Source: an optimization exercise on an open RTL-to-GDS flow (aim: small area). Production flows keep margins and buffers that such runs may drop. Function was checked by simulation only, so behaviour that the tests miss may differ from the original. Power is estimated from default activity; no workload was simulated.

==> design.v <==
package rule110_pkg;
  localparam int CELLS = 256;
  localparam int WORD  = 16;
  localparam int WORDS = CELLS / WORD;
  typedef enum logic {
    IDLE = 1'b0,
    RECV = 1'b1
  } rx_state_e;
endpackage
module rule110_step #(
  parameter int N = rule110_pkg::WORD
) (
  input  logic [N-1:0] cur_i,
  input  logic         l_i,
  input  logic         r_i,
  output logic [N-1:0] nxt_o
);
  logic [N-1:0] left;
  logic [N-1:0] right;
  assign left  = {l_i, cur_i[N-1:1]};
  assign right = {cur_i[N-2:0], r_i};
  assign nxt_o = (left & cur_i & ~right) | (~left & cur_i) | (~cur_i & right);
endmodule
module rule110_frame_rx
(
  input  logic             clk,
  input  logic             rst,
  input  logic [rule110_pkg::WORD-1:0]  word_in,
  input  logic             word_valid,
  input  logic             sof,
  input  logic             check_en,
  output logic [rule110_pkg::CELLS-1:0] frame_out,
  output logic             frame_valid,
  output logic             mismatch,
  output logic             sync_err,
  output logic [15:0]      frame_count,
  output logic [7:0]       err_count,
  output rule110_pkg::rx_state_e state_dbg
);
  localparam int CELLS = rule110_pkg::CELLS;
  localparam int WORD  = rule110_pkg::WORD;
  localparam int WORDS = rule110_pkg::WORDS;
  rule110_pkg::rx_state_e state_q;
  logic [3:0]             idx_q;
  logic [CELLS-WORD-1:0]  asm_q;      
  logic [CELLS-1:0]       frame_q;    
  logic                   have_prev_q;
  logic                   diff_q;     
  logic                   frame_valid_q;
  logic                   mismatch_q;
  logic                   sync_err_q;
  logic [15:0]            frame_count_q;
  logic [7:0]             err_count_q;
  logic                   recv;
  logic                   take;
  logic                   last;
  logic [WORDS-1:0]       sel;
  logic [CELLS+1:0]       ext;
  logic [WORD+1:0]        win;
  logic [WORD-1:0]        exp_w;
  logic                   diff_w;
  logic                   diff_all;
  logic                   mismatch_d;
  assign recv = (state_q == rule110_pkg::RECV);
  assign take = word_valid & (sof | recv);           
  assign last = word_valid & recv & ~sof & (idx_q == 4'(WORDS - 1));
  assign ext = {1'b0, frame_q, 1'b0};
  always_comb begin
    for (int w = 0; w < WORDS; w++)
      sel[w] = (w == 0) ? sof : (~sof & (idx_q == 4'(w)));
    win = '0;
    for (int w = 0; w < WORDS; w++)
      win = win | ({(WORD+2){sel[w]}} & ext[CELLS+1-WORD*w -: WORD+2]);
  end
  rule110_step #(.N(WORD)) u_step (
    .cur_i (win[WORD:1]),
    .l_i   (win[WORD+1]),
    .r_i   (win[0]),
    .nxt_o (exp_w)
  );
  assign diff_w     = (word_in != exp_w);
  assign diff_all   = diff_w | diff_q;
  assign mismatch_d = check_en & have_prev_q & diff_all;
  always_ff @(posedge clk) begin
    asm_q <= ({CELLS-WORD{word_valid}} & {asm_q[CELLS-2*WORD-1:0], word_in})
           | ({CELLS-WORD{~word_valid}} & asm_q);
  end
  logic ld_frame;
  logic hold_frame;
  assign ld_frame   = last & ~rst;
  assign hold_frame = ~last & ~rst;
  always_ff @(posedge clk) begin
    frame_q <= ({CELLS{ld_frame}} & {asm_q, word_in}) | ({CELLS{hold_frame}} & frame_q);
  end
  always_ff @(posedge clk) begin
    if (take) diff_q <= diff_w | (diff_q & ~sof);
  end
  always_ff @(posedge clk) begin
    if (rst) begin
      state_q       <= rule110_pkg::IDLE;
      idx_q         <= '0;
      have_prev_q   <= 1'b0;
      frame_valid_q <= 1'b0;
      mismatch_q    <= 1'b0;
      sync_err_q    <= 1'b0;
      frame_count_q <= '0;
      err_count_q   <= '0;
    end else begin
      frame_valid_q <= last;
      mismatch_q    <= last & mismatch_d;
      sync_err_q    <= word_valid & (recv ? sof : ~sof);
      if (take) begin
        state_q <= rule110_pkg::RECV;
        idx_q   <= sof ? 4'd1 : idx_q + 4'd1;
      end
      if (last) begin
        have_prev_q   <= 1'b1;
        frame_count_q <= frame_count_q + 16'd1;
        if (mismatch_d && (err_count_q != 8'hFF)) begin
          err_count_q <= err_count_q + 8'd1;
        end
        state_q <= rule110_pkg::IDLE;
      end
    end
  end
  assign frame_out   = frame_q;
  assign frame_valid = frame_valid_q;
  assign mismatch    = mismatch_q;
  assign sync_err    = sync_err_q;
  assign frame_count = frame_count_q;
  assign err_count   = err_count_q;
  assign state_dbg   = state_q;
endmodule
==> flow/run.sh <==
#!/bin/bash
# The standard layout with three changes:
#  - after the standard synthesis (unchanged), the combinational gates are
#    re-mapped by ABC for area (flow/remap.ys); registers keep names and cells;
#  - port buffers use buf_1 instead of clkdlybuf4s50_1;
#  - the clock tree uses clkbuf_8 with larger sink clusters and no dummy loads.
set -e
cat >> config.mk <<'EOC'
export BUFFER_PORTS_ARGS = -buffer_cell sky130_fd_sc_hd__buf_1
export CTS_ARGS = -sink_clustering_enable -repair_clock_nets -dont_use_dummy_load -buf_list {sky130_fd_sc_hd__clkbuf_8} -sink_clustering_size 16 -sink_clustering_max_diameter 45
EOC
bash standard.sh synth > standard_synth.log 2>&1
R=orfs/results/$FLOW_PLATFORM/rule110_frame_rx/base
cp $R/1_2_yosys.v $R/1_2_yosys_std.v
LIB=$FLOW_HOME/platforms/$FLOW_PLATFORM/lib/sky130_fd_sc_hd__tt_025C_1v80.lib
sed -e "s|@LIB@|$LIB|g" -e "s|@IN@|$R/1_2_yosys_std.v|g" -e "s|@OUT@|$R/1_2_yosys_remap.v|g" \
    -e "s|@TOP@|$FLOW_TOP|g" -e "s|@ABC@|flow/remap.abc|g" -e "s|@STAT@|remap_stat.txt|g" \
    flow/remap.ys.in > remap.ys
YOSYS=$(command -v yosys || echo $FLOW_HOME/../tools/install/yosys/bin/yosys)
"$YOSYS" -s remap.ys > remap.log 2>&1
cp $R/1_2_yosys_remap.v $R/1_2_yosys.v
rm -f $R/1_synth.odb $R/1_synth.sdc
bash standard.sh > standard.log 2>&1
==> flow/remap.abc <==
strash
dc2
&get -n
&dch
&nf -a -R 2000 -F 20 -A 20
&put
==> flow/remap.ys.in <==
# Re-map the combinational logic of the standard synthesis for area. The
# flip-flops (and every other sequential cell) are kept as they are, with their
# names and cell types; only the gates between them are re-mapped.
read_liberty -ignore_miss_func @LIB@
read_verilog -defer @IN@
hierarchy -top @TOP@
setattr -mod -set keep_hierarchy 1 sky130_fd_sc_hd__*df* sky130_fd_sc_hd__*dl* sky130_fd_sc_hd__conb_1
flatten
delete t:$scopeinfo
rename -hide w:*.*
select -module @TOP@
opt -full
abc -liberty @LIB@ -dont_use sky130_fd_sc_hd__probe_p_8 -dont_use sky130_fd_sc_hd__probec_p_8 -dont_use sky130_fd_sc_hd__lpflow_* -script @ABC@
opt_clean -purge
hilomap -singleton -hicell sky130_fd_sc_hd__conb_1 HI -locell sky130_fd_sc_hd__conb_1 LO
insbuf -buf sky130_fd_sc_hd__buf_4 A X
opt_clean -purge
tee -o @STAT@ stat -liberty @LIB@
write_verilog -noattr -nohex -nodec -selected @OUT@
==> standard.sh <==
#!/bin/bash
# synth_recipe.tcl (not shown) runs the flow's synth.tcl, then flattens the netlist and writes it again
# the make line also repeats each setting of config.mk as NAME=value (left out here)
make -C /OpenROAD-flow-scripts/flow DESIGN_CONFIG=/design/flow/config.mk WORK_HOME=/design/flow/orfs CLKGATE_MAP_FILE= SYNTH_SCRIPT=/design/flow/synth_recipe.tcl "${@:-finish}"
==> config.mk <==
export PLATFORM = sky130hd
export DESIGN_NAME = rule110_frame_rx
export DESIGN_NICKNAME = rule110_frame_rx
export VERILOG_FILES = /design/flow/design.v
export SDC_FILE = /design/flow/constraint.sdc
export NUM_CORES = 4
export LEC_CHECK = 0
export ABC_AREA = 1
export CAP_MARGIN = 20
export CORE_MARGIN = 2
export CORE_UTILIZATION = 60
export PLACE_DENSITY = 0.7
export SLEW_MARGIN = 20
export BUFFER_PORTS_ARGS = -buffer_cell sky130_fd_sc_hd__buf_1
export CTS_ARGS = -sink_clustering_enable -repair_clock_nets -dont_use_dummy_load -buf_list {sky130_fd_sc_hd__clkbuf_8} -sink_clustering_size 16 -sink_clustering_max_diameter 45
==> constraint.sdc <==
create_clock -name core_clock -period 5.0 [get_ports {clk}]
set_input_delay 1.0000 -clock core_clock [delete_from_list [all_inputs] [get_ports {clk}]]
set_output_delay 1.0000 -clock core_clock [all_outputs]
set_load 0.01 [all_outputs]
==> results_dict.tcl, run 1 <==
set metrics [dict create \
    cts_sinks 530 \
    die_h_um 175 \
    setup-violations-final 0 \
    slew_viol_final 0 \
    hold_viol_final 0 \
    grt_pass1_wl_mm 73.1 \
    path_clk_slew_ps 80 \
    worst_ep_arrival_time_ps 4930 \
    yosys_warnings 1 \
    dieArea_sq_mm 0.0306 \
    holdBufCountCts 0 \
    cts_buffers 46 \
    grt.overflow.total 0 \
    die_x_um 175 \
    worstSetupStartpointType "primary input" \
    vias_per_cell 6.64 \
    routabilityCongestion 0.894 \
    postCtsSetupBuffers 0 \
    rsz0062_at_grt "no" \
    wl_mm 49.6 \
    maxCapViolations 0 \
    drtPass1Iterations 9 \
    stdcell_count 1923 \
    syn_inst 1128 \
    finalCritPeriodShare_pct 89.8 \
    cp_data_required_time_ps 5440 \
    cp-end-kind "register" \
    finClkSkew_ps 44.5 \
    period_minus_slack_ps 4490 \
    clk_latency_ps 590 \
    row_count 62 \
    num_io_pins 305 \
    root_buffer "clkbuf_8" \
    critPathKind "in2reg" \
    final_nets 1562 \
    hpwl_mm 33.4 \
    status "no timing/DRC/antenna violations" \
    final.fill_count 2061 \
    seq_area_sq_mm 0.0130 \
    dp_cells 1877 \
    hold_path_class "reg2reg" \
    worstMarginPinSlew_ps 886 \
    drive_gt1_share_pct 8.38 \
    post-route-util_pct 71.2 \
    ir_drop_uv 274 \
    core_area_sq_mm 0.0287 \
    multiInputGateArea_sq_mm 0.00456 \
    syn_nets 1149 \
    path_max_fanout 9 \
    power_density_mw_per_mm2 342 \
    clockBufferDepth 3 \
    io_buffers 304 \
    vias 12800 \
    tritoncts "done" \
    first_global_vias 11900 \
    max_freq_mhz 223 \
    antenna_found_initial 0 \
    antenna_left 0 \
    start_util_pct 61.0 \
    global_route.usage.total_pct 31.4 \
    slew_headroom_pct 40.9 \
    area_delta_synth_final_pct 16.7 \
    routedWlPerCell_um 25.8 \
    cts_max_level 2 \
    avgSynthCellArea_sq_um 15.5 \
    leakage_nw 7.18 \
    postCtsResizedCells 0 \
    drt_iter0_drc 1912 \
    grt_max_degree 117 \
    antennaDiodeCount 0 \
    setup_tns_ps 0 \
    drc 0 \
    synth_area_sq_mm 0.0175 \
]
final timing paths:
path                    startpoint                          end  slack (ps)  depth (start not counted)
min reg2reg               register                     register         420                          0
max                            sof  err_count_q[6]$_SDFFE_PP0P_         510                         23
max reg2reg  idx_q[2]$_SDFFE_PP0P_  err_count_q[6]$_SDFFE_PP0P_         560                         22
min                       register                     register         420                          0
report_power, final:
group / total, mW / leakage, nW / internal [mW] / switching (mW)
Combinational: 0.144 / 2.17 / 0.0284 / 0.116
Clock: 2.11 / 0.331 / 0.823 / 1.29
Sequential: 4.72 / 4.68 / 4.66 / 0.0620
Total: 6.98 / 7.18 / 5.51 / 1.47
through the flow:
stage               power, mW  hold slack (ps)  cell area [sq um]  worst slack, ps
floorplan                4.84              427              17600            -10.3
global placement         4.96              428              19800             77.1
finish                   6.98              423              20400              510
CTS                      6.99              421              20400              582
detailed placement       4.96              434              19800            -25.4
global route             7.16              420              20400              186
critical path, cell delays in order:
cell and delay (ps):
clkbuf_2 140, or3_1 460, nor2_2 230, buf_12 180
a22o_1 140, a221oi_1 40, and3_1 190, nand3_1 220
nand3_1 110, o21ai_0 110, xnor2_1 90, nor3_1 200
nand4_1 110, nor4_1 240, nand4_1 180, or2_0 320
nand4_1 150, a21oi_1 70, and3_1 200, and3_1 210
nand3_1 120, xor2_1 150, nor2_1 50
layer usage:
layer / up-vias / wire (um) / global-route usage, %
met3: 124 / 5650 / 7.35
met2: 836 / 21900 / 46.1
li1: 5504 / - / -
met4: 0 / 1860 / 11.1
met5: - / 0 / 0
met1: 6300 / 20200 / 46.3
layout by cell type, fill, tap and decap left out, types with 9 or more instances in the layout:
| cell | count |
|---|---|
| xor2_1 | 9 |
| xnor2_1 | 9 |
| nand4_1 | 12 |
| buf_12 | 10 |
| a22o_1 | 264 |
| edfxtp_1 | 241 |
| nand2_1 | 31 |
| and4_1 | 9 |
| a21oi_1 | 18 |
| buf_4 | 51 |
| buf_1 | 302 |
| a22oi_1 | 24 |
| a222oi_1 | 58 |
| o21ai_0 | 16 |
| clkbuf_8 | 46 |
| nor2_2 | 11 |
| nor2_1 | 20 |
| nor3_1 | 19 |
| and3_1 | 11 |
| a221oi_1 | 9 |
| nand3_1 | 34 |
| dfxtp_1 | 289 |
area by class of cell:
type | count | area share [%]
Sequential cell | 530 | 63.7
Timing Repair Buffer | 365 | 8.46
Inverter | 4 | 0.0735
Multi-Input combinational cell | 594 | 22.3
Tap cell | 384 | 2.35
Clock buffer | 46 | 3.10
==> inputs of run 2 (changes only) <==
==> flow/remap.abc (replaced) <==
&get -n
&st
&dch
&nf -a -R 1000
&put
==> results_dict.tcl, run 2 <==
set metrics [dict create \
    hold_path_class "reg2reg" \
    cts_buffers 45 \
    seqPwrFrac_pct 67.8 \
    period_minus_slack_ps 4190 \
    wl_mm 48.4 \
    final_nets 1553 \
    die_x_um 176 \
    avgSynthCellArea_sq_um 15.5 \
    antenna_found_initial 0 \
    top_layer "met4" \
    path_clk_slew_ps 80 \
    root_buffer "clkbuf_8" \
    rsz0062_at_grt "no" \
    synth_area_sq_mm 0.0176 \
    critPathKind "in2reg" \
    syn_inst 1142 \
    slew_viol_final 0 \
    holdBufCountCts 0 \
    drt_iter0_drc 1472 \
    yosys_warnings 1 \
    cp_data_required_time_ps 5460 \
    tritoncts "done" \
    netSwitchingFraction_pct 21.1 \
    area_delta_synth_final_pct 15.3 \
    routedWlPerCell_um 25.3 \
    antenna_left 0 \
    seq_area_sq_mm 0.0130 \
    post-route-util_pct 70.5 \
    postCtsSetupBuffers 0 \
    power_density_mw_per_mm2 342 \
    grt_pass1_wl_mm 72.1 \
    power.share.clock_pct 30.1 \
    hpwl_mm 31.1 \
    drc 0 \
    slew_headroom_pct 28.7 \
    clockBufferDepth 3 \
    wl_met3_mm 4.78 \
    wl_met1_mm 19.7 \
    worstMarginPinSlew_ps 1070 \
    finalCritPeriodShare_pct 83.7 \
    grt.overflow.total 0 \
    drtPass1Iterations 6 \
    finClkSkew_ps 43.7 \
    cp-end-kind "register" \
    num_io_pins 305 \
    vias_per_cell 6.59 \
    layout_common_cells "buf_1, dfxtp_1, a22o_1" \
    setup_ws_ps 815 \
    dieArea_sq_mm 0.0308 \
    syn_nets 1163 \
    clk_latency_ps 590 \
    start_util_pct 61.2 \
    leakage_nw 6.96 \
    routed-wl-met2_mm 22.6 \
    ir_drop_uv 214 \
    drive_gt1_share_pct 6.93 \
    routabilityCongestion 0.830 \
    global_route.usage.total_pct 30.6 \
    antennaDiodeCount 0 \
    vias 12600 \
    worstSetupStartpointType "primary input" \
    core_area_sq_mm 0.0289 \
    die_h_um 176 \
    path_max_fanout 10 \
    combPwrFrac_pct 2.0 \
    setup_tns_ps 0 \
    switching_power_mw 1.47 \
    postCtsResizedCells 0 \
    multiInputGateArea_sq_mm 0.00470 \
    setup-violations-final 0 \
    status "no timing/DRC/antenna violations" \
    intPower_mw 5.49 \
    final_common_cell "buf_1" \
    grt_max_degree 215 \
    io_buffers 304 \
    final.fill_count 2114 \
    first_global_vias 11700 \
    max_freq_mhz 239 \
    maxCapViolations 0 \
    hold_viol_final 0 \
    cts_max_level 2 \
    row_count 62 \
    pre_cts_ws_ps 280 \
    cts_sinks 530 \
    worst_ep_arrival_time_ps 4640 \
]
[run 2: critical path, cell delays in order]
cell      delay, ps
clkbuf_2        130
nor2b_2         180
nand2_2         130
nor2_4          410
buf_4           210
and3_1          270
and3_1          260
and3_1          240
and3_1          210
and2_0          240
and3_1          280
and3_1          240
and2_0          220
and3_1          220
and2_0          200
a21oi_1          90
o21a_1          110
[run 2: final cells by class]
type / instances / area share [%]
Multi-Input combinational cell: 611 / 23.1
Timing Repair Buffer: 343 / 7.50
Inverter: 1 / 0.0184
Tap cell: 384 / 2.36
Sequential cell: 530 / 64.0
Clock buffer: 45 / 3.04
[run 2: final timing paths]
kind	slack [ps]	start	cells past startpoint	to
min reg2reg	430	register	0	register
min	430	register	0	register
max	810	sof	17	frame_count_q[15]$_SDFFE_PP0P_
max reg2reg	900	idx_q[2]$_SDFFE_PP0P_	17	err_count_q[1]$_SDFFE_PP0P_
[run 2: layer usage]
metal,vias up,GRT usage (%)
li1,5505,-
met1,6332,44.2
met2,674,47.0
met3,93,6.93
met4,0,8.92
met5,-,0
[run 2: stage by stage]
| stage | cells | total power [mW] | cell area [sq um] | hold slack [ps] |
|---|---|---|---|---|
| final | 1914 | 6.96 | 20400 | 430 |
| after global routing | 1914 | 7.17 | 20400 | 440 |
| after CTS | 1914 | 6.98 | 20400 | 431 |
| after detailed placement | 1869 | 4.96 | 19700 | 434 |
| after global placement | 1869 | 4.95 | 19700 | 429 |
| after floorplan | 1142 | 4.84 | 17700 | 427 |
[run 2: power by group through the flow]
| stage | registers (mW) | clock network [mW] | logic, mW |
|---|---|---|---|
| after floorplan | 4.80 | 0 | 0.0428 |
| after global placement | 4.81 | 0 | 0.139 |
| after detailed placement | 4.82 | 0 | 0.139 |
| after CTS | 4.72 | 2.12 | 0.139 |
| after global routing | 4.74 | 2.28 | 0.149 |
| final | 4.72 | 2.10 | 0.140 |
==> inputs of run 3 (changes only) <==
--- a/config.mk
+++ b/config.mk
@@ -7,9 +7,9 @@
 export LEC_CHECK = 0
 export ABC_AREA = 1
-export CAP_MARGIN = 20
+export CAP_MARGIN = 5
 export CORE_MARGIN = 2
 export CORE_UTILIZATION = 60
 export PLACE_DENSITY = 0.7
-export SLEW_MARGIN = 20
+export SLEW_MARGIN = 5
 export BUFFER_PORTS_ARGS = -buffer_cell sky130_fd_sc_hd__buf_1
 export CTS_ARGS = -sink_clustering_enable -repair_clock_nets -dont_use_dummy_load -buf_list {sky130_fd_sc_hd__clkbuf_8} -sink_clustering_size 16 -sink_clustering_max_diameter 45
==> results_dict.tcl, run 3 <==
set metrics [dict create \
    status "no timing/DRC/antenna violations" \
    area_delta_synth_final_pct 15.3 \
    cts_sinks 530 \
    ir_drop_uv 214 \
    path_max_fanout 10 \
    multiInputGateArea_sq_mm 0.00470 \
    yosys_warnings 1 \
    final_common_cell "buf_1" \
    syn_inst 1142 \
    worstSetupStartpointType "primary input" \
    syn_nets 1163 \
    die_x_um 176 \
    grt_max_degree 215 \
    holdBufCountCts 0 \
    slew_headroom_pct 28.7 \
    synth_area_sq_mm 0.0176 \
    start_util_pct 61.2 \
    core_area_sq_mm 0.0289 \
    postCtsSetupBuffers 0 \
    num_io_pins 305 \
    crit_chain "clkbuf_2 > nor2b_2 > nand2_2 > nor2_4 > buf_4 > and3_1 > and3_1 > and3_1 > and3_1 > and2_0 > and3_1 > and3_1 > and2_0 > and3_1 > and2_0 > a21oi_1 > o21a_1" \
    max_freq_mhz 239 \
    drt_iter0_drc 1472 \
    vias 12600 \
    tritoncts "done" \
    period_minus_slack_ps 4190 \
    drc 0 \
    pre_cts_ws_ps 280 \
    die_h_um 176 \
    maxCapViolations 0 \
    hold_path_class "reg2reg" \
    r2r_cells 17 \
    hpwl_mm 31.1 \
    clockBufferDepth 3 \
    critPathSlowestCell "nor2_4" \
    hold_viol_final 0 \
    setup_tns_ps 0 \
    critPathKind "in2reg" \
    dieArea_sq_mm 0.0308 \
    path_clk_slew_ps 80 \
    vias_per_cell 6.59 \
    antenna_found_initial 0 \
    slew_viol_final 0 \
    cp-end-kind "register" \
    io_buffers 304 \
    r2r_slack_ps 900 \
    critPathMostFrequentCell "and3_1" \
    antenna_left 0 \
    final_nets 1553 \
    cts_buffers 45 \
    cp_top_family "simple AND/OR/NAND/NOR gates" \
    worst_ep_arrival_time_ps 4640 \
    leakage_nw 6.96 \
    r2r-start "idx_q[2]$_SDFFE_PP0P_" \
    final.fill_count 2114 \
    grt_pass1_wl_mm 72.1 \
    worstReg2RegEnd "err_count_q[1]$_SDFFE_PP0P_" \
    clk_latency_ps 590 \
    routabilityCongestion 0.830 \
    hold_depth 0 \
    setup-violations-final 0 \
    global_route.usage.total_pct 30.6 \
    path_buf_inv 2 \
    setup_ws_ps 815 \
    finClkSkew_ps 43.7 \
    layout_common_cells "buf_1, dfxtp_1, a22o_1" \
    grt.overflow.total 0 \
    drive_gt1_share_pct 6.93 \
    finalCritPeriodShare_pct 83.7 \
    first_global_vias 11700 \
    postCtsResizedCells 0 \
    cts_max_level 2 \
    wl_mm 48.4 \
    slowest_delay_ps 410 \
    avgSynthCellArea_sq_um 15.5 \
    power_density_mw_per_mm2 342 \
    root_buffer "clkbuf_8" \
    drtPass1Iterations 6 \
    routedWlPerCell_um 25.3 \
    cp_data_required_time_ps 5460 \
    antennaDiodeCount 0 \
    rsz0062_at_grt "no" \
    row_count 62 \
    seq_area_sq_mm 0.0130 \
    worstMarginPinSlew_ps 1070 \
]
==> run 3: cell counts in the layout (fill, tap and decap cells not counted) <==
Identical to the previous run, type by type.
==> run 3: worst reg2reg max path, delay by kind of cell, from the launching register on <==
family	cells	cell delay [ps]
AO/OA/AOI/OAI	4	1060
XOR/XNOR	1	160
buffers and inverters	2	420
flip-flops	1	490
AND/OR/NAND/NOR	10	1870
==> run 3: power by group <==
group | switching (mW) | internal (mW) | total, mW
Clock | 1.29 | 0.806 | 2.10
Sequential | 0.0604 | 4.66 | 4.72
Combinational | 0.114 | 0.0255 | 0.140
==> run 3: area by class of cell <==
cell class / count / area share, %
sequential: 530 / 64.0
multi-input combinational: 611 / 23.1
timing repair buffer: 343 / 7.50
clock buffer: 45 / 3.04
tap: 384 / 2.36
inverter: 1 / 0.0184
==> run 3: worst max path at each step <==
stage,cells past startpoint,end,slack [ps],from
final,17,frame_count_q[15]$_SDFFE_PP0P_,810,sof
after global routing,17,frame_count_q[15]$_SDFFE_PP0P_,560,sof
after CTS,17,frame_count_q[15]$_SDFFE_PP0P_,870,sof
after detailed placement,17,frame_count_q[15]$_SDFFE_PP0P_,280,sof
after global placement,19,err_count_q[1]$_SDFFE_PP0P_,450,sof
after floorplan,6,frame_q[0]$_DFF_P_,0.03,sof
==> run 3: metal layers <==
layer | wire, um | part of all wire, % | vias to the layer above | global-route usage (%)
met4 | 1350 | 2.8 | 0 | 8.92
met1 | 19700 | 41 | 6332 | 44.2
met2 | 22600 | 47 | 674 | 47.0
li1 | - | - | 5505 | -
met5 | 0 | 0 | - | 0
met3 | 4780 | 9.9 | 93 | 6.93
==> run 3: stage by stage <==
stage	cell area [sq um]	power (mW)	hold slack [ps]	cells	utilization, %
floorplan	17700	4.84	427	1142	-
global placement	19700	4.95	429	1869	68.4
detailed placement	19700	4.96	434	1869	68.4
CTS	20400	6.98	431	1914	70.5
global route	20400	7.17	440	1914	70.5
finish	20400	6.96	430	1914	70.5
==> inputs of run 4 (changes only) <==
--- a/config.mk
+++ b/config.mk
@@ -7,9 +7,9 @@
 export LEC_CHECK = 0
 export ABC_AREA = 1
-export CAP_MARGIN = 5
+export CAP_MARGIN = 0
 export CORE_MARGIN = 2
 export CORE_UTILIZATION = 60
 export PLACE_DENSITY = 0.7
-export SLEW_MARGIN = 5
+export SLEW_MARGIN = 0
 export BUFFER_PORTS_ARGS = -buffer_cell sky130_fd_sc_hd__buf_1
 export CTS_ARGS = -sink_clustering_enable -repair_clock_nets -dont_use_dummy_load -buf_list {sky130_fd_sc_hd__clkbuf_8} -sink_clustering_size 16 -sink_clustering_max_diameter 45
==> results_dict.tcl, run 4 <==
set metrics [dict create \
    period_minus_slack_ps 4190 \
    drt_iter0_drc 1472 \
    routedWlPerCell_um 25.3 \
    worst_ep_arrival_time_ps 4640 \
    global_route.usage.total_pct 30.6 \
    power.total_mw 6.96 \
    dieArea_sq_mm 0.0308 \
    hpwl_mm 31.1 \
    layout_common_cells "buf_1, dfxtp_1, a22o_1" \
    crit_chain "clkbuf_2 > nor2b_2 > nand2_2 > nor2_4 > buf_4 > and3_1 > and3_1 > and3_1 > and3_1 > and2_0 > and3_1 > and3_1 > and2_0 > and3_1 > and2_0 > a21oi_1 > o21a_1" \
    final_area_sq_mm 0.0204 \
    drtPass1Iterations 6 \
    worstSetupStartpointType "primary input" \
    slew_headroom_pct 28.7 \
    yosys_warnings 1 \
    seq_area_sq_mm 0.0130 \
    cts_buffers 45 \
    start_util_pct 61.2 \
    pre_cts_ws_ps 280 \
    io_buffers 304 \
    routabilityCongestion 0.830 \
    clockBufferDepth 3 \
    critPathSlowestCell "nor2_4" \
    max_freq_mhz 239 \
    final_common_cell "buf_1" \
    path_clk_slew_ps 80 \
    slowest_delay_ps 410 \
    holdBufCountCts 0 \
    tritoncts "done" \
    antenna_found_initial 0 \
    r2r-start "idx_q[2]$_SDFFE_PP0P_" \
    vias_per_cell 6.59 \
    core_area_sq_mm 0.0289 \
    die_h_um 176 \
    setup-violations-final 0 \
    hold_depth 0 \
    die_x_um 176 \
    critPathMostFrequentCell "and3_1" \
    hold_viol_final 0 \
    post-route-util_pct 70.5 \
    leakage_nw 6.96 \
    grt_pass1_wl_mm 72.1 \
    finClkSkew_ps 43.7 \
    critPathKind "in2reg" \
    wl_mm 48.4 \
    worstReg2RegEnd "err_count_q[1]$_SDFFE_PP0P_" \
    area_delta_synth_final_pct 15.3 \
    drc 0 \
    cp_data_required_time_ps 5460 \
    finalCritPeriodShare_pct 83.7 \
    final.fill_count 2114 \
    antenna_left 0 \
    grt.overflow.total 0 \
    drive_gt1_share_pct 6.93 \
    final_nets 1553 \
    cts_max_level 2 \
    num_io_pins 305 \
    clk_latency_ps 590 \
    postCtsResizedCells 0 \
    cts_sinks 530 \
    antennaDiodeCount 0 \
    multiInputGateArea_sq_mm 0.00470 \
    ir_drop_uv 214 \
    root_buffer "clkbuf_8" \
    cp-end-kind "register" \
    postCtsSetupBuffers 0 \
    setup_tns_ps 0 \
    grt_max_degree 215 \
    r2r_slack_ps 900 \
    syn_nets 1163 \
    path_max_fanout 10 \
    synth_area_sq_mm 0.0176 \
    power_density_mw_per_mm2 342 \
    worstMarginPinSlew_ps 1070 \
    rsz0062_at_grt "no" \
    vias 12600 \
    avgSynthCellArea_sq_um 15.5 \
    status "no timing/DRC/antenna violations" \
    maxCapViolations 0 \
    first_global_vias 11700 \
    setup_ws_ps 815 \
    hold_path_class "reg2reg" \
    place_area_sq_mm 0.0197 \
    slew_viol_final 0 \
    syn_inst 1142 \
    r2r_cells 17 \
    row_count 62 \
]
run 4: worst max path at each step:
stage	start	to	slack, ps	cells past startpoint
final	sof	frame_count_q[15]$_SDFFE_PP0P_	810	17
after global routing	sof	frame_count_q[15]$_SDFFE_PP0P_	560	17
after CTS	sof	frame_count_q[15]$_SDFFE_PP0P_	870	17
after detailed placement	sof	frame_count_q[15]$_SDFFE_PP0P_	280	17
after global placement	sof	err_count_q[1]$_SDFFE_PP0P_	450	19
after floorplan	sof	frame_q[0]$_DFF_P_	0.03	6
run 4: worst max-delay path, delay by kind of cell:
kind                   cells  cell delay [ps]
AND/OR/NAND/NOR           13             3100
buffers and inverters      2              340
AO/OA/AOI/OAI              2              200
run 4: layout make-up:
| class | count | area share, % |
|---|---|---|
| Inverter | 1 | 0.0184 |
| Timing Repair Buffer | 343 | 7.50 |
| Multi-Input combinational cell | 611 | 23.1 |
| Clock buffer | 45 | 3.04 |
| Tap cell | 384 | 2.36 |
| Sequential cell | 530 | 64.0 |
run 4: where the power goes:
| part | switching, mW | internal, mW | leakage [nW] |
|---|---|---|---|
| sequential | 0.0604 | 4.66 | 4.68 |
| clock | 1.29 | 0.806 | 0.324 |
| combinational | 0.114 | 0.0255 | 1.95 |
| total | 1.47 | 5.49 | 6.96 |
run 4: per-layer routing:
metal / wire length (um) / GRT usage, % / part of all wire [%] / up-vias
met2: 22600 / 47.0 / 47 / 674
met3: 4780 / 6.93 / 9.9 / 93
met4: 1350 / 8.92 / 2.8 / 0
met5: 0 / 0 / 0 / -
met1: 19700 / 44.2 / 41 / 6332
li1: - / - / - / 5505
run 4: per-stage QoR:
step | std cells | hold WS, ps
global placement | 1869 | 429
finish | 1914 | 430
CTS | 1914 | 431
global route | 1914 | 440
floorplan | 1142 | 427
detailed placement | 1869 | 434
==> inputs of run 5 (changes only) <==
--- a/config.mk
+++ b/config.mk
@@ -7,9 +7,10 @@
 export LEC_CHECK = 0
 export ABC_AREA = 1
-export CAP_MARGIN = 0
+export CAP_MARGIN = 20
 export CORE_MARGIN = 2
 export CORE_UTILIZATION = 60
+export GPL_TIMING_DRIVEN = 0
 export PLACE_DENSITY = 0.7
-export SLEW_MARGIN = 0
+export SLEW_MARGIN = 20
 export BUFFER_PORTS_ARGS = -buffer_cell sky130_fd_sc_hd__buf_1
 export CTS_ARGS = -sink_clustering_enable -repair_clock_nets -dont_use_dummy_load -buf_list {sky130_fd_sc_hd__clkbuf_8} -sink_clustering_size 16 -sink_clustering_max_diameter 45
==> results_dict.tcl, run 5 <==
set metrics [dict create \
    status "no timing/DRC/antenna violations" \
    avgSynthCellArea_sq_um 15.5 \
    finClkSkew_ps 50.2 \
    critPathSlowestCell "nor2_1" \
    hold_viol_final 0 \
    critPathKind "in2reg" \
    cts_buffers 47 \
    worst_ep_arrival_time_ps 5250 \
    grt_pass1_wl_mm 72.0 \
    stdcell_count 1928 \
    first_global_vias 11700 \
    routedWlPerCell_um 25.1 \
    wl_mm 48.4 \
    row_count 62 \
    ir_drop_uv 238 \
    grt.overflow.total 0 \
    global_route.usage.total_pct 30.9 \
    pre_cts_ws_ps -700 \
    die_h_um 176 \
    synth_area_sq_mm 0.0176 \
    routabilityCongestion 0.808 \
    timing.hold.ws_ps 428 \
    antennaDiodeCount 0 \
    hpwl_mm 33.1 \
    setup_tns_ps 0 \
    layout_common_cells "buf_1, dfxtp_1, a22o_1" \
    yosys_warnings 1 \
    post-route-util_pct 73.2 \
    path_clk_slew_ps 100 \
    vias_per_cell 6.50 \
    maxCapViolations 0 \
    drc 0 \
    io_buffers 304 \
    final.fill_count 2013 \
    vias 12500 \
    leakage_nw 7.22 \
    dieArea_sq_mm 0.0308 \
    core_area_sq_mm 0.0289 \
    start_util_pct 61.2 \
    worstSetupStartpointType "primary input" \
    antenna_left 0 \
    syn_inst 1142 \
    critPathMostFrequentCell "nor2_1" \
    syn_nets 1163 \
    final_area_sq_mm 0.0211 \
    slew_viol_final 0 \
    finalCritPeriodShare_pct 95.7 \
    period_minus_slack_ps 4780 \
    final_nets 1567 \
    final_common_cell "buf_1" \
    path_max_fanout 16 \
    worstMarginPinSlew_ps 839 \
    dp_cells 1875 \
    setup-violations-final 0 \
    tritoncts "done" \
    seq_area_sq_mm 0.0130 \
    num_io_pins 305 \
    grt_max_degree 34 \
    die_x_um 176 \
    hold_path_class "reg2reg" \
    cp_data_required_time_ps 5470 \
    max_freq_mhz 209 \
    root_buffer "clkbuf_8" \
    cts_sinks 530 \
    clockBufferDepth 3 \
    clk_latency_ps 590 \
    power_density_mw_per_mm2 333 \
    area_delta_synth_final_pct 19.7 \
    slowest_delay_ps 350 \
    cp-end-kind "register" \
    place_area_sq_mm 0.0204 \
    crit_chain "buf_2 > buf_16 > nor2_1 > nand2_1 > nor2_4 > buf_16 > a222oi_1 > nand3_1 > a221oi_1 > nand4_1 > buf_4 > o21ai_0 > xor2_1 > nand4_1 > nor2_1 > nand2_1 > nor2_1 > nor3_1 > a21boi_2 > nand2b_1 > o21ai_0" \
    drtPass1Iterations 5 \
    antenna_found_initial 0 \
    drive_gt1_share_pct 7.90 \
    slew_headroom_pct 44.0 \
    drt_iter0_drc 1391 \
    multiInputGateArea_sq_mm 0.00477 \
    cts_max_level 2 \
    power.total_mw 7.04 \
    setup_ws_ps 215 \
]
-- run 5: final timing paths --
kind | start | end | slack, ps | cells past startpoint
max | sof | err_count_q[6]$_SDFFE_PP0P_ | 220 | 21
max reg2reg | idx_q[2]$_SDFFE_PP0P_ | err_count_q[6]$_SDFFE_PP0P_ | 560 | 18
min reg2reg | register | register | 430 | 0
min | register | register | 430 | 0
-- run 5: timing repair --
action | 4_1_cts | 5_1_grt
buffers inserted | 0 | 6
pin swaps | 0 | 2
resized for setup | 1 | 3
setup endpoints to repair | 5 | 9
endpoints found under the hold margin | 0 | 0
hold buffers | 0 | 0
-- run 5: cell type report --
cell class,count,share of cell area [%]
tap,384,2.27
sequential,530,61.7
timing repair buffer,355,10.4
clock buffer,47,3.06
multi-input combinational,611,22.6
inverter,1,0.0178
-- run 5: worst max-delay path: cells and delay by family --
family | cells | cell delay [ps]
buffers and inverters | 4 | 960
XOR/XNOR | 1 | 180
AO/OA/AOI/OAI | 5 | 1160
AND/OR/NAND/NOR | 11 | 1920
-- run 5: routing by layer --
layer  part of all wire, %  vias to the layer above  global-route usage, %
met2                    46                      634                   47.8
met5                     0                        -                      0
met3                    10                       89                   8.03
met4                   2.7                        0                   9.30
li1                      -                     5544                      -
met1                    41                     6259                   43.4
-- run 5: report_power, final --
part | switching, mW | leakage [nW] | internal (mW)
clock | 1.30 | 0.338 | 0.840
combinational | 0.124 | 2.20 | 0.0573
sequential | 0.0605 | 4.68 | 4.66
==> inputs of run 6 (changes only) <==
--- a/config.mk
+++ b/config.mk
@@ -9,7 +9,6 @@
 export CAP_MARGIN = 20
 export CORE_MARGIN = 2
-export CORE_UTILIZATION = 60
-export GPL_TIMING_DRIVEN = 0
-export PLACE_DENSITY = 0.7
+export CORE_UTILIZATION = 50
+export PLACE_DENSITY = 0.6
 export SLEW_MARGIN = 20
 export BUFFER_PORTS_ARGS = -buffer_cell sky130_fd_sc_hd__buf_1
==> results_dict.tcl, run 6 <==
set metrics [dict create \
    finalCritPeriodShare_pct 82.4 \
    vias 12400 \
    drive_gt1_share_pct 7.71 \
    drt_iter0_drc 1233 \
    period_minus_slack_ps 4120 \
    final_nets 1566 \
    crit_chain "nand2b_1 > nor2_4 > a22oi_1 > and4_1 > nand4_1 > nand3_1 > o21ai_0 > xor2_1 > nand4_1 > nor2_1 > nand2_1 > nor2_1 > nor3_1 > buf_4 > and3_1 > and3_1 > nor3_1" \
    core_area_sq_mm 0.0346 \
    num_io_pins 305 \
    grt_pass1_wl_mm 75.8 \
    yosys_warnings 1 \
    worstMarginPinSlew_ps 935 \
    grt_max_degree 152 \
    rsz0062_at_grt "no" \
    power_density_mw_per_mm2 343 \
    switching_power_mw 1.53 \
    synth_area_sq_mm 0.0176 \
    ir_drop_uv 231 \
    clk_latency_ps 660 \
    start_util_pct 51.0 \
    leakage_nw 7.04 \
    seqPwrFrac_pct 66.7 \
    syn_inst 1142 \
    hold_viol_final 0 \
    first_global_vias 11600 \
    cp_data_required_time_ps 5540 \
    power.share.clock_pct 31.1 \
    routabilityCongestion 0.813 \
    path_clk_slew_ps 100 \
    grtUsageMet3_pct 6.08 \
    worst_ep_arrival_time_ps 4670 \
    grt.overflow.total 0 \
    row_count 68 \
    antennaDiodeCount 0 \
    vias_per_cell 6.19 \
    worstSetupStartpointType "register" \
    holdBufCountCts 0 \
    cp-end-kind "register" \
    use_met1_pct 40.7 \
    cts_max_level 2 \
    tritoncts "done" \
    wl_mm 52.0 \
    routedWlPerCell_um 26.0 \
    met2_usage_pct 41.5 \
    status "no timing/DRC/antenna violations" \
    path_buf_inv 1 \
    layout_common_cells "buf_1, dfxtp_1, a22o_1" \
    dieArea_sq_mm 0.0368 \
    max_freq_mhz 243 \
    cts_buffers 48 \
    postCtsSetupBuffers 0 \
    finClkSkew_ps 85.7 \
    postCtsResizedCells 0 \
    avgSynthCellArea_sq_um 15.5 \
    netSwitchingFraction_pct 21.6 \
    final_common_cell "buf_1" \
    global_route.usage.total_pct 27.8 \
    die_h_um 192 \
    root_buffer "clkbuf_8" \
    slowest_delay_ps 700 \
    post-route-util_pct 59.6 \
    io_buffers 304 \
    clockBufferDepth 3 \
    critPathSlowestCell "nor2_4" \
    setup-violations-final 0 \
    hold_path_class "reg2reg" \
    drc 0 \
    hpwl_mm 33.8 \
    path_max_fanout 18 \
    setup_tns_ps 0 \
    slew_headroom_pct 37.7 \
    antenna_left 0 \
    syn_nets 1163 \
    antenna_found_initial 0 \
    intPower_mw 5.55 \
    drtPass1Iterations 5 \
    cp_top_family "simple AND/OR/NAND/NOR gates" \
    critPathKind "reg2reg" \
    combPwrFrac_pct 2.1 \
    grt_most_used_layer "met2" \
    r2r_slack_ps 880 \
    area_delta_synth_final_pct 17.0 \
    die_x_um 192 \
    cts_sinks 530 \
    maxCapViolations 0 \
    slew_viol_final 0 \
]
[run 6: worst paths after layout]
kind,start,endpoint,depth (start not counted)
worst min register to register,register,register,0
worst max-delay path,idx_q[3]$_SDFFE_PP0P_,err_count_q[5]$_SDFFE_PP0P_,17
worst min-delay path,register,register,0
worst max register to register,idx_q[3]$_SDFFE_PP0P_,err_count_q[5]$_SDFFE_PP0P_,17
[run 6: final cells by class]
cell class	count	area, sq um
clock buffers	48	661
inverters	1	3.75
repair buffers	353	1640
fillers	2812	14000
multi-input cells	611	4750
flip-flops and latches	530	13000
well taps	455	569
[run 6: stage by stage]
stage / hold slack (ps) / std cells / setup slack, ps / total power, mW / instance area [sq um]
finish: 407 / 1998 / 878 / 7.08 / 20600
global route: 420 / 1998 / 527 / 7.29 / 20600
CTS: 403 / 1998 / 873 / 7.14 / 20600
detailed placement: 434 / 1950 / 356 / 4.97 / 20000
global placement: 429 / 1950 / 388 / 4.97 / 20000
floorplan: 427 / 1142 / 0.0253 / 4.84 / 17700
[run 6: metal layers]
layer  routed length [um]  vias to the layer above
li1                     -                     5532
met1                22400                     6198
met2                23300                      550
met3                 4840                       86
met4                 1360                        0
met5                    0                        -
[run 6: power groups by stage]
stage	registers, mW	logic [mW]	clock network [mW]
2_1_floorplan	4.80	0.0428	0
3_3_place_gp	4.82	0.153	0
3_5_place_dp	4.82	0.153	0
4_1_cts	4.72	0.153	2.26
5_1_grt	4.74	0.162	2.39
6_report	4.72	0.152	2.20
==> inputs of run 7 (changes only) <==
--- a/config.mk
+++ b/config.mk
@@ -9,5 +9,5 @@
 export CAP_MARGIN = 20
 export CORE_MARGIN = 2
-export CORE_UTILIZATION = 50
+export CORE_UTILIZATION = 60
 export PLACE_DENSITY = 0.6
 export SLEW_MARGIN = 20
==> results_dict.tcl, run 7 <==
set metrics [dict create \
    antenna_found_initial 1 \
    critPathSlowestCell "nor3_1" \
    syn_inst 1142 \
    start_util_pct 61.2 \
    avgSynthCellArea_sq_um 15.5 \
    slew_viol_final 0 \
    core_area_sq_mm 0.0289 \
    synth_area_sq_mm 0.0176 \
    critPathKind "in2reg" \
    tritoncts "done" \
    global_route.usage.total_pct 30.8 \
    postCtsSetupBuffers 0 \
    cp_top_family "simple AND/OR/NAND/NOR gates" \
    yosys_warnings 1 \
    root_buffer "clkbuf_8" \
    stdcell_count 1918 \
    antenna_left 0 \
    worstReg2RegEnd "err_count_q[1]$_SDFFE_PP0P_" \
    intPower_mw 5.53 \
    drt_iter0_drc 1476 \
    r2r-start "idx_q[2]$_SDFFE_PP0P_" \
    drtPass1Iterations 5 \
    postCtsResizedCells 0 \
    cp_data_required_time_ps 5470 \
    layout_common_cells "buf_1, dfxtp_1, a22o_1" \
    worstSetupStartpointType "primary input" \
    cp-end-kind "register" \
    cts_max_level 2 \
    num_io_pins 305 \
    first_global_vias 11800 \
    hpwl_mm 32.6 \
    hold_path_class "reg2reg" \
    row_count 62 \
    area_delta_synth_final_pct 15.5 \
    drive_gt1_share_pct 7.17 \
    routabilityCongestion 0.894 \
    ir_drop_uv 287 \
    power.share.clock_pct 30.6 \
    setup-violations-final 0 \
    cp.depth 19 \
    endpoint "err_count_q[1]$_SDFFE_PP0P_" \
    rsz0062_at_grt "no" \
    maxCapViolations 0 \
    drc 0 \
    holdBufCountCts 0 \
    max_freq_mhz 246 \
    wl_mm 48.8 \
    syn_nets 1163 \
    antennaDiodeCount 0 \
    path_buf_inv 3 \
    finClkSkew_ps 38.1 \
    crit_chain "clkbuf_2 > or3_1 > nor2_2 > buf_4 > a22o_1 > a221oi_1 > nand4_1 > and2_0 > a21oi_1 > xnor2_1 > nand4_1 > nor2_1 > nand2_1 > nor2_1 > nor3_1 > a21boi_0 > buf_4 > nor2_1 > a211oi_1" \
    cts_sinks 530 \
    finalCritPeriodShare_pct 81.4 \
    grt_pass1_wl_mm 72.1 \
    io_buffers 304 \
    clk_latency_ps 590 \
    die_h_um 176 \
    grt_max_degree 159 \
    dieArea_sq_mm 0.0308 \
    cts_buffers 47 \
    routedWlPerCell_um 25.4 \
    grt.overflow.total 0 \
    vias 12400 \
    timing.hold.ws_ps 429 \
    path_clk_slew_ps 90 \
    seqPwrFrac_pct 67.4 \
    r2r_cells 18 \
    vias_per_cell 6.46 \
    slew_headroom_pct 35.0 \
    clockBufferDepth 3 \
    leakage_nw 6.98 \
    status "no timing/DRC/antenna violations" \
    critPathMostFrequentCell "nor2_1" \
    period_minus_slack_ps 4070 \
    power_density_mw_per_mm2 344 \
    final_common_cell "buf_1" \
    die_x_um 176 \
    worst_ep_arrival_time_ps 4540 \
    dp_cells 1871 \
    worstMarginPinSlew_ps 975 \
    crit_start "sof" \
    hold_viol_final 0 \
    slowest_delay_ps 460 \
    final_nets 1557 \
    r2r_slack_ps 980 \
    path_max_fanout 13 \
    setup_tns_ps 0 \
    netSwitchingFraction_pct 21.1 \
    combPwrFrac_pct 2.0 \
    final.fill_count 2097 \
    switching_power_mw 1.48 \
]
-- run 7: per-stage QoR --
stage	setup WS [ps]	utilization [%]	total power [mW]	area [sq um]
6_report	931	70.6	7.01	20400
5_1_grt	580	70.6	7.21	20400
4_1_cts	991	70.6	7.03	20400
3_5_place_dp	412	68.4	4.96	19700
3_3_place_gp	469	68.4	4.95	19700
2_1_floorplan	0.0253	-	4.84	17700
-- run 7: layout make-up --
class / count / area, sq um / share of cell area, %
sequential: 530 / 13000 / 63.9
multi-input combinational: 611 / 4710 / 23.1
timing repair buffer: 345 / 1520 / 7.44
clock buffer: 47 / 647 / 3.17
tap: 384 / 480 / 2.36
inverter: 1 / 3.75 / 0.0184
-- run 7: worst register-to-register path, delay by kind of cell, from the launching register on --
family                 cells  cell delay, ps
AND/OR/NAND/NOR           11            1950
AO/OA/AOI/OAI              5            1150
flip-flops                 1             490
buffers and inverters      1             170
XOR/XNOR                   1             160
-- run 7: worst min-delay path by stage --
stage,startpoint,to,slack [ps],cells after the start
2_1_floorplan,register,register,430,0
3_3_place_gp,register,register,430,0
3_5_place_dp,register,register,440,0
4_1_cts,register,register,430,0
5_1_grt,register,register,440,0
6_report,register,register,430,0
-- run 7: routing by layer --
| layer | up-vias | GRT usage [%] | wire length [um] |
|---|---|---|---|
| met3 | 96 | 6.88 | 4740 |
| met2 | 654 | 48.6 | 22900 |
| met1 | 6131 | 42.9 | 19700 |
| met5 | - | 0 | 0 |
| met4 | 0 | 9.71 | 1420 |
| li1 | 5509 | - | - |
-- run 7: power groups by stage --
stage	Clock (mW)	Sequential, mW	Combinational, mW
after floorplan	0	4.80	0.0428
after global placement	0	4.81	0.140
after detailed placement	0	4.82	0.140
after CTS	2.17	4.72	0.140
after global routing	2.32	4.74	0.151
final	2.14	4.72	0.142
==> inputs of run 8 (changes only) <==
--- a/config.mk
+++ b/config.mk
@@ -10,5 +10,5 @@
 export CORE_MARGIN = 2
 export CORE_UTILIZATION = 60
-export PLACE_DENSITY = 0.6
+export PLACE_DENSITY = 0.85
 export SLEW_MARGIN = 20
 export BUFFER_PORTS_ARGS = -buffer_cell sky130_fd_sc_hd__buf_1
==> results_dict.tcl, run 8 <==
set metrics [dict create \
    rsz0062_at_grt "no" \
    postCtsResizedCells 0 \
    leakage_nw 6.99 \
    cp_data_required_time_ps 5460 \
    final_common_cell "buf_1" \
    clk_latency_ps 610 \
    global_route.usage.total_pct 31.4 \
    combPwrFrac_pct 2.0 \
    cts_max_level 2 \
    hold_path_class "reg2reg" \
    power.total_mw 6.98 \
    hold_viol_final 0 \
    drtPass1Iterations 6 \
    hpwl_mm 33.6 \
    drt_iter0_drc 1610 \
    path_clk_slew_ps 90 \
    worst_ep_arrival_time_ps 4930 \
    power.share.clock_pct 30.2 \
    core_area_sq_mm 0.0289 \
    power_density_mw_per_mm2 342 \
    grt_pass1_wl_mm 73.8 \
    period_minus_slack_ps 4470 \
    slew_viol_final 0 \
    die_h_um 176 \
    holdBufCountCts 0 \
    clockBufferDepth 3 \
    io_buffers 304 \
    die_x_um 176 \
    worstMarginPinSlew_ps 985 \
    ir_drop_uv 256 \
    grt_max_degree 95 \
    syn_inst 1142 \
    routedWlPerCell_um 25.8 \
    intPower_mw 5.51 \
    syn_nets 1163 \
    drive_gt1_share_pct 7.29 \
    row_count 62 \
    netSwitchingFraction_pct 21.0 \
    antenna_left 0 \
    yosys_warnings 1 \
    switching_power_mw 1.47 \
    maxCapViolations 0 \
    dieArea_sq_mm 0.0308 \
    slew_headroom_pct 34.3 \
    path_max_fanout 11 \
    cp-end-kind "register" \
    max_freq_mhz 224 \
    num_io_pins 305 \
    first_global_vias 12300 \
    tritoncts "done" \
    vias_per_cell 6.66 \
    area_delta_synth_final_pct 15.5 \
    antenna_found_initial 2 \
    vias 12800 \
    multiInputGateArea_sq_mm 0.00470 \
    seqPwrFrac_pct 67.7 \
    finClkSkew_ps 89.6 \
    postCtsSetupBuffers 0 \
    cts_sinks 530 \
    cts_buffers 46 \
    grt.overflow.total 0 \
    status "no timing/DRC/antenna violations" \
    routabilityCongestion 0.876 \
    seq_area_sq_mm 0.0130 \
    avgSynthCellArea_sq_um 15.5 \
    critPathKind "in2reg" \
    wl_mm 49.5 \
    worstSetupStartpointType "primary input" \
    drc 0 \
    setup-violations-final 0 \
    finalCritPeriodShare_pct 89.3 \
    setup_tns_ps 0 \
    synth_area_sq_mm 0.0176 \
    final.fill_count 1975 \
    layout_common_cells "buf_1, dfxtp_1, a22o_1" \
    root_buffer "clkbuf_8" \
    final_nets 1559 \
    start_util_pct 61.2 \
]
==> run 8: worst paths after layout <==
path	start	endpoint	slack (ps)	depth (start not counted)
setup / recovery	sof	err_count_q[1]$_SDFFE_PP0P_	530	19
hold / removal	register	register	410	0
setup reg to reg	idx_q[0]$_SDFFE_PP0P_	err_count_q[1]$_SDFFE_PP0P_	620	18
hold reg to reg	register	register	410	0
==> run 8: area by class of cell <==
| type | count | area share, % |
|---|---|---|
| Tap cell | 384 | 2.36 |
| Sequential cell | 530 | 63.9 |
| Inverter | 1 | 0.0184 |
| Timing Repair Buffer | 348 | 7.55 |
| Antenna cell | 1 | 0.0123 |
| Multi-Input combinational cell | 611 | 23.0 |
| Clock buffer | 46 | 3.11 |
==> run 8: per-stage QoR <==
| step | hold slack, ps | setup slack [ps] | cells | instance area, sq um | utilization [%] |
|---|---|---|---|---|---|
| after CTS | 411 | 574 | 1920 | 20400 | 70.6 |
| after global routing | 418 | 120 | 1921 | 20400 | 70.6 |
| after detailed placement | 434 | 7.84 | 1874 | 19700 | 68.4 |
| final | 411 | 534 | 1921 | 20400 | 70.6 |
| after floorplan | 427 | 0.0253 | 1142 | 17700 | - |
| after global placement | 428 | 240 | 1874 | 19700 | 68.4 |
==> run 8: power by group through the flow <==
stage	Sequential (mW)	Clock, mW	Combinational, mW
2_1_floorplan	4.80	0	0.0428
3_3_place_gp	4.81	0	0.139
3_5_place_dp	4.82	0	0.141
4_1_cts	4.72	2.13	0.141
5_1_grt	4.74	2.29	0.151
6_report	4.72	2.11	0.143
==> run 8: layer usage <==
layer	vias up	track usage, %	wire length, um
met5	-	0	15
met4	2	12.6	1890
met3	138	9.74	6380
met2	891	46.7	22400
met1	6253	43.4	18800
li1	5517	-	-
==> run 8: worst max-delay path: stages <==
cell and delay (ps):
clkbuf_2 130, nor2b_2 170, nand2b_1 170, nor2_2 480, buf_4 330, a22oi_1 110
and4_1 180, nand4_1 260, nand3_1 110, o21a_1 140, xnor2_1 130, nand4_1 110
nor2_1 70, nand2_1 90, nor2_1 70, nor3_1 430, a21boi_0 620, nor2_1 90
a211oi_1 230
==> inputs of run 9 (changes only) <==
--- a/design.v
+++ b/design.v
@@ -82,7 +82,11 @@
   assign diff_all   = diff_w | diff_q;
   assign mismatch_d = check_en & have_prev_q & diff_all;
+  logic sh_asm;
+  logic hold_asm;
+  assign sh_asm   = word_valid & ~rst;
+  assign hold_asm = ~word_valid & ~rst;
   always_ff @(posedge clk) begin
-    asm_q <= ({CELLS-WORD{word_valid}} & {asm_q[CELLS-2*WORD-1:0], word_in})
-           | ({CELLS-WORD{~word_valid}} & asm_q);
+    asm_q <= ({CELLS-WORD{sh_asm}} & {asm_q[CELLS-2*WORD-1:0], word_in})
+           | ({CELLS-WORD{hold_asm}} & asm_q);
   end
   logic ld_frame;
==> flow/remap.abc (replaced) <==
strash
dc2
&get -n
&dch
&nf -a -R 1000
&put
strash
dc2
&get -n
&dch
&nf -a -R 1000
&put
--- a/config.mk
+++ b/config.mk
@@ -10,5 +10,5 @@
 export CORE_MARGIN = 2
 export CORE_UTILIZATION = 60
-export PLACE_DENSITY = 0.85
+export PLACE_DENSITY = 0.7
 export SLEW_MARGIN = 20
 export BUFFER_PORTS_ARGS = -buffer_cell sky130_fd_sc_hd__buf_1
==> results_dict.tcl, run 9 <==
set metrics [dict create \
    routabilityCongestion 0.883 \
    setup_ws_ps 300 \
    worstSetupStartpointType "primary input" \
    row_count 62 \
    finalCritPeriodShare_pct 94.0 \
    period_minus_slack_ps 4700 \
    avgSynthCellArea_sq_um 12.6 \
    wl_mm 52.8 \
    path_max_fanout 9 \
    cp-end-kind "register" \
    ir_drop_uv 277 \
    global_route.usage.total_pct 33.7 \
    drive_gt1_share_pct 6.61 \
    critPathKind "in2reg" \
    final_common_cell "dfxtp_1" \
    tritoncts "done" \
    first_global_vias 13500 \
    slew_headroom_pct 23.3 \
    drc 0 \
    vias_per_cell 6.82 \
    die_h_um 173 \
    grt_pass1_wl_mm 81.2 \
    syn_inst 1370 \
    final_nets 1794 \
    area_delta_synth_final_pct 16.6 \
    maxCapViolations 0 \
    cts_max_level 2 \
    hold_path_class "reg2reg" \
    rsz0062_at_grt "no" \
    clk_latency_ps 600 \
    layout_common_cells "dfxtp_1, a22o_1, buf_1" \
    leakage_nw 7.43 \
    start_util_pct 60.5 \
    cts_buffers 46 \
    num_io_pins 305 \
    yosys_warnings 1 \
    root_buffer "clkbuf_8" \
    place_area_sq_mm 0.0195 \
    hold_viol_final 0 \
    antenna_left 0 \
    io_buffers 304 \
    postCtsResizedCells 0 \
    slew_viol_final 0 \
    path_clk_slew_ps 100 \
    final_area_sq_mm 0.0201 \
    seq_area_sq_mm 0.0106 \
    drt_iter0_drc 1889 \
    worstMarginPinSlew_ps 1150 \
    syn_nets 1391 \
    routedWlPerCell_um 24.5 \
    worst_ep_arrival_time_ps 5150 \
    clockBufferDepth 3 \
    vias 14700 \
    grt.overflow.total 0 \
    largest_reg_flops 256 \
    status "no timing/DRC/antenna violations" \
    power_density_mw_per_mm2 326 \
    cts_sinks 530 \
    core_area_sq_mm 0.0285 \
    reg.largest.list "frame_q: 256 flops, asm_q: 240 flops, frame_count_q: 16 flops" \
    die_x_um 173 \
    max_freq_mhz 213 \
    multiInputGateArea_sq_mm 0.00667 \
    pre_cts_ws_ps -109 \
    final.fill_count 2210 \
    grt_max_degree 241 \
    synth_area_sq_mm 0.0172 \
    setup-violations-final 0 \
    hpwl_mm 34.0 \
    finClkSkew_ps 78.5 \
    largest_register "frame_q" \
    antenna_found_initial 1 \
    holdBufCountCts 0 \
    dieArea_sq_mm 0.0301 \
    drtPass1Iterations 7 \
    cp_data_required_time_ps 5450 \
    setup_tns_ps 0 \
    postCtsSetupBuffers 0 \
]
[run 9: critical path, cell delays in order]
cell and delay, ps:
clkbuf_2 100, clkinv_1 50, buf_4 100, nand3_1 180, nor3_2 890, buf_4 300
a222oi_1 110, nand3_1 260, o21ai_0 150, xnor2_1 140, a221oi_1 280, nand3_1 130
nor4_1 220, nand3_1 230, or2_0 300, nand4_1 100, a21oi_1 80, nor2b_1 190
and3_1 200, nor2_1 90, a211oi_1 50
[run 9: where the power goes]
group	leakage (nW)	switching, mW	internal, mW	total (mW)
Clock	0.331	1.30	0.823	2.12
Sequential	4.27	0.0160	4.24	4.25
Combinational	2.83	0.145	0.0398	0.185
Total	7.43	1.46	5.10	6.56
[run 9: metal layers]
metal  routed length, um  global-route usage, %  share of wire [%]  vias to the layer above
met3                5120                   6.40                9.7                      144
li1                    -                      -                  -                     6500
met5                   0                      0                  0                        -
met1               22100                   48.1                 42                     7229
met4                2170                   13.0                4.1                        0
met2               23400                   50.9                 44                      827
[run 9: path summary, 6_finish.rpt]
check,start,end,slack (ps),cells after the start
setup / recovery,sof,err_count_q[6]$_SDFFE_PP0P_,300,21
hold / removal,asm_q[235]$_DFF_P_,frame_q[251]$_DFF_P_,480,1
setup reg to reg,idx_q[2]$_SDFFE_PP0P_,err_count_q[6]$_SDFFE_PP0P_,410,20
hold reg to reg,asm_q[235]$_DFF_P_,frame_q[251]$_DFF_P_,480,1
[run 9: layout make-up]
cell class / count / area share (%)
antenna: 1 / 0.0125
clock buffer: 46 / 3.15
inverter: 3 / 0.0560
multi-input combinational: 837 / 33.2
sequential: 530 / 52.8
tap: 384 / 2.39
timing repair buffer: 355 / 8.34
[run 9: metrics by stage]
stage	instances	power, mW	utilization [%]	hold WS [ps]
6_report	2156	6.56	70.6	480
3_3_place_gp	2109	4.53	68.4	456
4_1_cts	2155	6.57	70.6	476
3_5_place_dp	2109	4.53	68.4	460
5_1_grt	2156	6.75	70.6	492
2_1_floorplan	1370	4.44	-	443
==> inputs of run 10 (changes only) <==
==> flow/remap.abc (replaced) <==
&get -n
&st
&dch
&nf -a -R 1000
&put
==> results_dict.tcl, run 10 <==
set metrics [dict create \
    slew_viol_final 0 \
    hp-start "frame_count_q[7]$_SDFFE_PP0P_" \
    antennaDiodeCount 0 \
    die_h_um 174 \
    status "no timing/DRC/antenna violations" \
    routedWlPerCell_um 24.3 \
    core_area_sq_mm 0.0286 \
    path_clk_slew_ps 70 \
    ir_drop_uv 246 \
    final_common_cell "dfxtp_1" \
    global_route.usage.total_pct 32.8 \
    area_delta_synth_final_pct 15.9 \
    row_count 62 \
    worstMarginPinSlew_ps 1220 \
    place_area_sq_mm 0.0194 \
    largest_register "frame_q" \
    pre_cts_ws_ps 19.5 \
    io_buffers 304 \
    setup-violations-final 0 \
    hold_path_class "reg2reg" \
    cts_sinks 530 \
    period_minus_slack_ps 4550 \
    grt.overflow.total 0 \
    final_nets 1790 \
    first_global_vias 12900 \
    final_area_sq_mm 0.0201 \
    dp_cells 2105 \
    stdcell_count 2151 \
    power_density_mw_per_mm2 324 \
    root_buffer "clkbuf_8" \
    finClkSkew_ps 44.5 \
    hpwl_mm 33.1 \
    crit_start "sof" \
    hold_viol_final 0 \
    postCtsResizedCells 0 \
    maxCapViolations 0 \
    worstSetupStartpointType "primary input" \
    vias_per_cell 6.68 \
    die_x_um 174 \
    reg.largest.list "frame_q: 256 flops, asm_q: 240 flops, frame_count_q: 16 flops" \
    worst_ep_arrival_time_ps 4990 \
    setup_ws_ps 451 \
    drtPass1Iterations 5 \
    num_io_pins 305 \
    r2r-start "idx_q[2]$_SDFFE_PP0P_" \
    antenna_found_initial 0 \
    path_max_fanout 18 \
    cp-end-kind "register" \
    slew_headroom_pct 18.7 \
    syn_nets 1401 \
    max_freq_mhz 220 \
    grt_pass1_wl_mm 78.6 \
    cts_max_level 2 \
    rsz0062_at_grt "no" \
    synth_area_sq_mm 0.0173 \
    drive_gt1_share_pct 5.83 \
    tritoncts "done" \
    syn_inst 1380 \
    dieArea_sq_mm 0.0303 \
    cp_data_required_time_ps 5440 \
    drc 0 \
    vias 14400 \
    drt_iter0_drc 1872 \
    wl_mm 52.2 \
    start_util_pct 60.6 \
    routabilityCongestion 0.866 \
    largest_reg_flops 256 \
    grt_max_degree 241 \
    clk_latency_ps 580 \
    yosys_warnings 1 \
    holdBufCountCts 0 \
    critPathKind "in2reg" \
    postCtsSetupBuffers 0 \
    cts_buffers 44 \
    avgSynthCellArea_sq_um 12.6 \
    antenna_left 0 \
    clockBufferDepth 3 \
    post-route-util_pct 70.2 \
    layout_common_cells "dfxtp_1, a22o_1, buf_1" \
    leakage_nw 7.31 \
    finalCritPeriodShare_pct 91.0 \
]
## run 10: layer usage
metal | wire (um) | GRT usage [%] | share of wire [%] | vias up
li1 | - | - | - | 6472
met1 | 22800 | 48.4 | 44 | 7030
met2 | 22600 | 48.0 | 43 | 757
met3 | 5270 | 7.17 | 10 | 102
met4 | 1520 | 10.5 | 2.9 | 0
met5 | 0 | 0 | 0 | -
## run 10: power breakdown
group          switching, mW  internal (mW)  total [mW]
sequential            0.0155           4.24        4.25
clock                   1.28          0.790        2.07
combinational          0.144         0.0451       0.190
total                   1.44           5.07        6.51
## run 10: cell type report
class / count / area, sq um
tap: 384 / 480
multi-input combinational: 849 / 6800
inverter: 1 / 3.75
fill: 2185 / 8520
clock buffer: 44 / 606
timing repair buffer: 343 / 1600
sequential: 530 / 10600
## run 10: worst paths after layout
check | depth (start not counted) | slack [ps] | to
max reg2reg | 14 | 650 | err_count_q[4]$_SDFFE_PP0P_
min | 1 | 480 | frame_count_q[7]$_SDFFE_PP0P_
min reg2reg | 1 | 480 | frame_count_q[7]$_SDFFE_PP0P_
max | 16 | 450 | err_count_q[4]$_SDFFE_PP0P_
## run 10: through the flow
stage	setup TNS [ps]	hold WS (ps)	power (mW)
2_1_floorplan	-455250	441	4.44
3_3_place_gp	0	451	4.53
3_5_place_dp	0	460	4.53
4_1_cts	0	481	6.52
5_1_grt	0	496	6.70
6_report	0	483	6.51
## run 10: worst max-delay path, cell delays in order
cell	delay, ps
clkbuf_2	200
nor2_1	150
nand2_1	160
nor2_2	960
a22oi_1	170
and4_1	270
nand4_1	220
o21ai_0	170
xor2_1	160
nand4_1	100
nor2_1	80
nand2_1	130
o2111ai_1	160
a21oi_1	670
o21ai_0	200
o211a_1	180
==> inputs of run 11 (changes only) <==
--- a/config.mk
+++ b/config.mk
@@ -10,4 +10,5 @@
 export CORE_MARGIN = 2
 export CORE_UTILIZATION = 60
+export GPL_ROUTABILITY_DRIVEN = 0
 export PLACE_DENSITY = 0.7
 export SLEW_MARGIN = 20
==> results_dict.tcl, run 11 <==
set metrics [dict create \
    cp-end-kind "register" \
    routedWlPerCell_um 24.3 \
    reg.largest.list "frame_q: 256 flops, asm_q: 240 flops, frame_count_q: 16 flops" \
    clockBufferDepth 3 \
    max_freq_mhz 220 \
    power_density_mw_per_mm2 324 \
    cts_max_level 2 \
    r2r_slack_ps 650 \
    largest_reg_flops 256 \
    root_buffer "clkbuf_8" \
    worstSetupStartpointType "primary input" \
    yosys_warnings 1 \
    status "no timing/DRC/antenna violations" \
    drc 0 \
    holdBufCountCts 0 \
    crit_start "sof" \
    slew_viol_final 0 \
    r2r-start "idx_q[2]$_SDFFE_PP0P_" \
    postCtsSetupBuffers 0 \
    vias 14400 \
    slew_headroom_pct 18.7 \
    io_buffers 304 \
    cp_data_required_time_ps 5440 \
    avgSynthCellArea_sq_um 12.6 \
    syn_inst 1380 \
    antennaDiodeCount 0 \
    worstReg2RegEnd "err_count_q[4]$_SDFFE_PP0P_" \
    wl_mm 52.2 \
    worstMarginPinSlew_ps 1220 \
    core_area_sq_mm 0.0286 \
    cts_sinks 530 \
    seq_area_sq_mm 0.0106 \
    first_global_vias 12900 \
    r2r_cells 14 \
    multiInputGateArea_sq_mm 0.00680 \
    final.fill_count 2185 \
    drtPass1Iterations 5 \
    hpwl_mm 33.1 \
    final_common_cell "dfxtp_1" \
    maxCapViolations 0 \
    start_util_pct 60.6 \
    drt_iter0_drc 1872 \
    period_minus_slack_ps 4550 \
    path_clk_slew_ps 70 \
    row_count 62 \
    drive_gt1_share_pct 5.83 \
    worst_ep_arrival_time_ps 4990 \
    final_area_sq_mm 0.0201 \
    finClkSkew_ps 44.5 \
    synth_area_sq_mm 0.0173 \
    postCtsResizedCells 0 \
    place_area_sq_mm 0.0194 \
    setup-violations-final 0 \
    timing.hold.ws_ps 483 \
    syn_nets 1401 \
    cts_buffers 44 \
    clk_latency_ps 580 \
    area_delta_synth_final_pct 15.9 \
    num_io_pins 305 \
    antenna_left 0 \
    critPathKind "in2reg" \
    hold_path_class "reg2reg" \
    path_max_fanout 18 \
    global_route.usage.total_pct 32.8 \
    finalCritPeriodShare_pct 91.0 \
    vias_per_cell 6.68 \
    grt_max_degree 241 \
    die_x_um 174 \
    largest_register "frame_q" \
    tritoncts "done" \
    ir_drop_uv 246 \
    leakage_nw 7.31 \
    endpoint "err_count_q[4]$_SDFFE_PP0P_" \
    antenna_found_initial 0 \
    dieArea_sq_mm 0.0303 \
    rsz0062_at_grt "no" \
    die_h_um 174 \
    grt.overflow.total 0 \
    hold_viol_final 0 \
    final_nets 1790 \
    grt_pass1_wl_mm 78.6 \
    layout_common_cells "dfxtp_1, a22o_1, buf_1" \
]
run 11: area by class of cell:
class                           instances  area share [%]
Clock buffer                           44            3.01
Inverter                                1          0.0187
Multi-Input combinational cell        849            33.8
Sequential cell                       530            52.8
Tap cell                              384            2.39
Timing Repair Buffer                  343            7.96
run 11: metal layers:
| metal | up-vias | wire [um] | track usage [%] |
|---|---|---|---|
| met5 | - | 0 | 0 |
| met4 | 0 | 1520 | 10.5 |
| met3 | 102 | 5270 | 7.17 |
| met2 | 757 | 22600 | 48.0 |
| met1 | 7030 | 22800 | 48.4 |
| li1 | 6472 | - | - |
run 11: metrics by stage:
step                      instances  util (%)  setup TNS (ps)  worst slack (ps)  power [mW]
after floorplan                1380         -         -455250             -1760        4.44
after global placement         2105      67.9               0               157        4.53
after detailed placement       2105      67.9               0              19.5        4.53
after CTS                      2149      70.1               0               595        6.52
after global routing           2151      70.2               0               201        6.70
final                          2151      70.2               0               451        6.51
run 11: worst min path at each step:
| stage | start | endpoint | slack, ps | cells past startpoint |
|---|---|---|---|---|
| floorplan | have_prev_q$_SDFFE_PP0P_ | have_prev_q$_SDFFE_PP0P_ | 440 | 2 |
| global placement | have_prev_q$_SDFFE_PP0P_ | have_prev_q$_SDFFE_PP0P_ | 450 | 2 |
| detailed placement | asm_q[228]$_DFF_P_ | asm_q[228]$_DFF_P_ | 460 | 1 |
| CTS | asm_q[234]$_DFF_P_ | asm_q[234]$_DFF_P_ | 480 | 1 |
| global route | asm_q[228]$_DFF_P_ | asm_q[228]$_DFF_P_ | 500 | 1 |
| finish | frame_count_q[7]$_SDFFE_PP0P_ | frame_count_q[7]$_SDFFE_PP0P_ | 480 | 1 |
run 11: report_power, final:
group          switching, mW  internal (mW)  total, mW
clock network           1.28          0.790       2.07
logic                  0.144         0.0451      0.190
registers             0.0155           4.24       4.25
total                   1.44           5.07       6.51
run 11: critical path, cell delays in order:
cell,delay [ps]
clkbuf_2,200
nor2_1,150
nand2_1,160
nor2_2,960
a22oi_1,170
and4_1,270
nand4_1,220
o21ai_0,170
xor2_1,160
nand4_1,100
nor2_1,80
nand2_1,130
o2111ai_1,160
a21oi_1,670
o21ai_0,200
o211a_1,180
